Background: an optimization exercise with open tools, aiming at small area and few clock cycles per item. Do not read the settings as production practice.
Function was checked by simulation only, so behaviour that the tests miss may differ from the original.

==> build 87: inputs <==
==> flow/design.v (excerpt) <==
module piecewise_linear_interpolator_core (
    input  logic                                i_clk,
    input  logic                                i_rst_n,
    input  logic                                start,
    output logic                                busy,
    input  logic signed [plc_pkg::SAMPLE_W-1:0] i_sample_in,
    output logic                                o_done,
    output logic signed [plc_pkg::VALUE_W-1:0]  o_curve_value,
    output logic [plc_pkg::SEG_W-1:0]           o_segment_index,
    output logic                                o_zero_width_error,
    output logic                                o_overflow_flag,
    input  logic                                i_cfg_valid,
    output logic                                o_cfg_ready,
    input  logic [plc_pkg::CFG_IDX_W-1:0]       i_cfg_index,
    input  logic [plc_pkg::CFG_DATA_W-1:0]      i_cfg_data
);
export LEC_CHECK = 0
export ABC_AREA = 1
export CAP_MARGIN = 20
export CORE_MARGIN = 2
export CORE_UTILIZATION = 40
export CTS_CLUSTER_DIAMETER = 100
export CTS_CLUSTER_SIZE = 20
export PLACE_DENSITY = 0.6
export SLEW_MARGIN = 20
create_clock -name core_clock -period 10.0 [get_ports {i_clk}]
standard.sh (not shown) runs the stock make flow with config.mk's settings and CLKGATE_MAP_FILE= SYNTH_SCRIPT=/design/flow/synth_recipe.tcl, a recipe that flattens the netlist after the stock synthesis.
==> flow/flow/run.sh <==
#!/bin/bash
# Layout flow: the standard synthesis, then the combinational logic between the registers
# is mapped again by ABC with a delay-targeted script (registers, their names and cell types
# are kept as the standard synthesis made them), then the standard layout from floorplan on.
# Each tool's output goes to a log file of its own in the work folder.
set -euo pipefail
cd "$(dirname "$0")/.."
WORK=$(pwd)
R=$WORK/orfs/results/${FLOW_PLATFORM}/piecewise_linear_interpolator_core/base
LIB=$FLOW_HOME/platforms/${FLOW_PLATFORM}/lib/sky130_fd_sc_hd__tt_025C_1v80.lib
YOSYS=$(command -v yosys || echo "$FLOW_HOME/../tools/install/yosys/bin/yosys")

# 1. standard synthesis
bash standard.sh synth > "$WORK/flow_synth.log" 2>&1

# 2. remap the combinational logic
cp "$R/1_2_yosys.v" "$WORK/synth_standard.v"
SEQ=$(grep -o 'sky130_fd_sc_hd__[a-z0-9_]*' "$WORK/synth_standard.v" | sort -u \
      | grep -E '__(df|edf|sdf|dl|conb)' | tr '\n' ' ')
STOP=$(for c in $SEQ; do printf -- "-%s[Q,Q_N,D,DE,CLK,CLK_N,RESET_B,SET_B,SCD,SCE,HI,LO,GATE]:" "$c"; done | sed 's/:$//')
DU=$(sed -n 's/^ *\(sky130_fd_sc_hd__[a-z0-9_]*\).*$/-dont_use \1/p' "$WORK/flow/dont_use.txt" | tr '\n' ' ')
cat > "$WORK/remap.ys" <<EOT
read_liberty -ignore_miss_func $LIB
read_verilog -sv $WORK/synth_standard.v
hierarchy -top $FLOW_TOP
setattr -mod -set blackbox 1 $SEQ
# the logic that feeds the output ports keeps the standard synthesis's mapping: ABC does not
# see the output delay, so only the logic between registers is mapped again
select -set outcone o:* %ci*:$STOP
setattr -set keep_hierarchy 1 @outcone t:sky130_fd_sc_hd__* %i
select -clear
flatten
setattr -mod -set blackbox 1 sky130_fd_sc_hd__*
hierarchy -top $FLOW_TOP
opt_clean -purge
abc -script $WORK/flow/remap.abc -liberty $LIB $DU
read_liberty -lib -ignore_redef $LIB
opt_clean -purge
setundef -zero
hilomap -singleton -hicell sky130_fd_sc_hd__conb_1 HI -locell sky130_fd_sc_hd__conb_1 LO
splitnets
opt_clean -purge
insbuf -buf sky130_fd_sc_hd__buf_4 A X
check -assert
tee -o $WORK/remap_stat.txt stat -liberty $LIB
write_verilog -noattr -nohex -nodec $WORK/synth_remapped.v
EOT
"$YOSYS" -l "$WORK/flow_remap.log" -q "$WORK/remap.ys" > /dev/null 2>&1
cp "$WORK/synth_remapped.v" "$R/1_2_yosys.v"
rm -f "$R/1_synth.odb" "$R/1_synth.sdc"

# 3. standard layout from the remapped netlist
bash standard.sh > "$WORK/flow_layout.log" 2>&1
test -f "$WORK/out/final.def"
==> flow/flow/remap.abc <==
strash
dc2
dch -f
map -D 6500
topo
stime -c
buffer -c
upsize -c
dnsize -c
strash
dc2
dch -f
map -D 6500
topo
stime -c
buffer -c
upsize -c
dnsize -c
strash
dc2
dch -f
map -D 6500
topo
stime -c
buffer -c
upsize -c
dnsize -c
Other scripts of this flow, unchanged in this note and not shown: flow/flow/dont_use.txt
==> inputs of build 71, as changes to build 87 <==
--- a/flow/flow/run.sh
+++ b/flow/flow/run.sh
@@ -19,3 +19,2 @@
       | grep -E '__(df|edf|sdf|dl|conb)' | tr '\n' ' ')
-STOP=$(for c in $SEQ; do printf -- "-%s[Q,Q_N,D,DE,CLK,CLK_N,RESET_B,SET_B,SCD,SCE,HI,LO,GATE]:" "$c"; done | sed 's/:$//')
 DU=$(sed -n 's/^ *\(sky130_fd_sc_hd__[a-z0-9_]*\).*$/-dont_use \1/p' "$WORK/flow/dont_use.txt" | tr '\n' ' ')
@@ -26,9 +25,3 @@
 setattr -mod -set blackbox 1 $SEQ
-# the logic that feeds the output ports keeps the standard synthesis's mapping: ABC does not
-# see the output delay, so only the logic between registers is mapped again
-select -set outcone o:* %ci*:$STOP
-setattr -set keep_hierarchy 1 @outcone t:sky130_fd_sc_hd__* %i
-select -clear
 flatten
-setattr -mod -set blackbox 1 sky130_fd_sc_hd__*
 hierarchy -top $FLOW_TOP
==> flow/flow/remap.abc (replaced) <==
strash
dch -f
map -D 8000
topo
stime -c
buffer -c
upsize -c
dnsize -c
CTS_CLUSTER_DIAMETER = not set   (was 100)
CTS_CLUSTER_SIZE = not set   (was 20)
==> impl_metrics.yaml <==
final_layout:
  inverters_excl_clock: 1296
  finalInstanceArea_sq_um: 61600
  final_cell_mix: "1,627 x nor2_1, 1,197 x inv_1, 1,184 x nand2_1, 509 x dfxtp_1, 479 x xor2_1"
  fillers: 12900
  num_antenna_cells: 0
placed_design:
  dp.cells: 9681
  placed_cell_area_sq_um: 56000
status:
  outcome: "finished clean"
timing:
  relSlewSlack_pct: 23.6
drt:
  num_vias: 51000
clock_tree:
  clkLatencyLatePin_ps: 730
Source of the figures above: build 71

==> impl_metrics.yaml <==
status:
  outcome: "finished clean"
global_route:
  grtUsageMet3_pct: 2.27
critical_path:
  required_ps: 8000
  worstSetupPathType: "register to primary output"
  endpoint: "o_curve_value[28]"
  reg2regPathDepth: 67
final_layout:
  fillers: 13100
  final_cell_mix: "1,748 x nand2_1, 818 x inv_1, 739 x nor2_1, 519 x dfxtp_1, 446 x xor2_1"
  seq_area_sq_um: 17300
  num_antenna_cells: 1
  inverters_excl_clock: 876
  finalInstanceArea_sq_um: 58300
drt:
  num_vias: 47300
hold_path:
  hold_depth: 0
placed_design:
  dp.cells: 9069
clock_tree:
  clkLatencyLatePin_ps: 690
timing:
  relSlewSlack_pct: 31.2
Source of the figures above: build 87

Testbench counts of build 87, summed over its fixed seeds: cycles 17,024, items 16,000.
Testbench counts of build 71, summed over its fixed seeds: cycles 17,024, items 16,000.

## what the ideal ports hide
How much do the figures lean on ideal ports? The routed layouts below were timed once more, with nothing changed but the port constraints.
Step 1 assumes that a clkbuf_16 drives the clock port and a buf_2 every other input.
Step 2 moves the port delays by t, midway between the first and last clock arrival at a register: inputs arrive t later, outputs are due t later. That takes back most of the time a late clock gives input paths.
Slacks: ideal ports / drivers / drivers and shift; pairs: ideal ports / drivers.
run | t, ns | setup WS [ns] | hold WS [ns] | clock arrival spread, ns | worst slew at a driven data input, ns
build 87 | 0.725 | 0.567 / 0.496 / -0.030 | 0.297 / 0.297 / 0.297 | 0.079 / 0.079 | 0.06
build 71 | 0.776 | 0.244 / 0.244 / 0.136 | 0.314 / 0.314 / 0.314 | 0.071 / 0.071 | 0.07
Met with ideal ports but missed after step 2: setup timing in build 87. The setup slack of build 87, which loses most, moves by -0.071 ns with the drivers and by -0.597 ns with both steps.
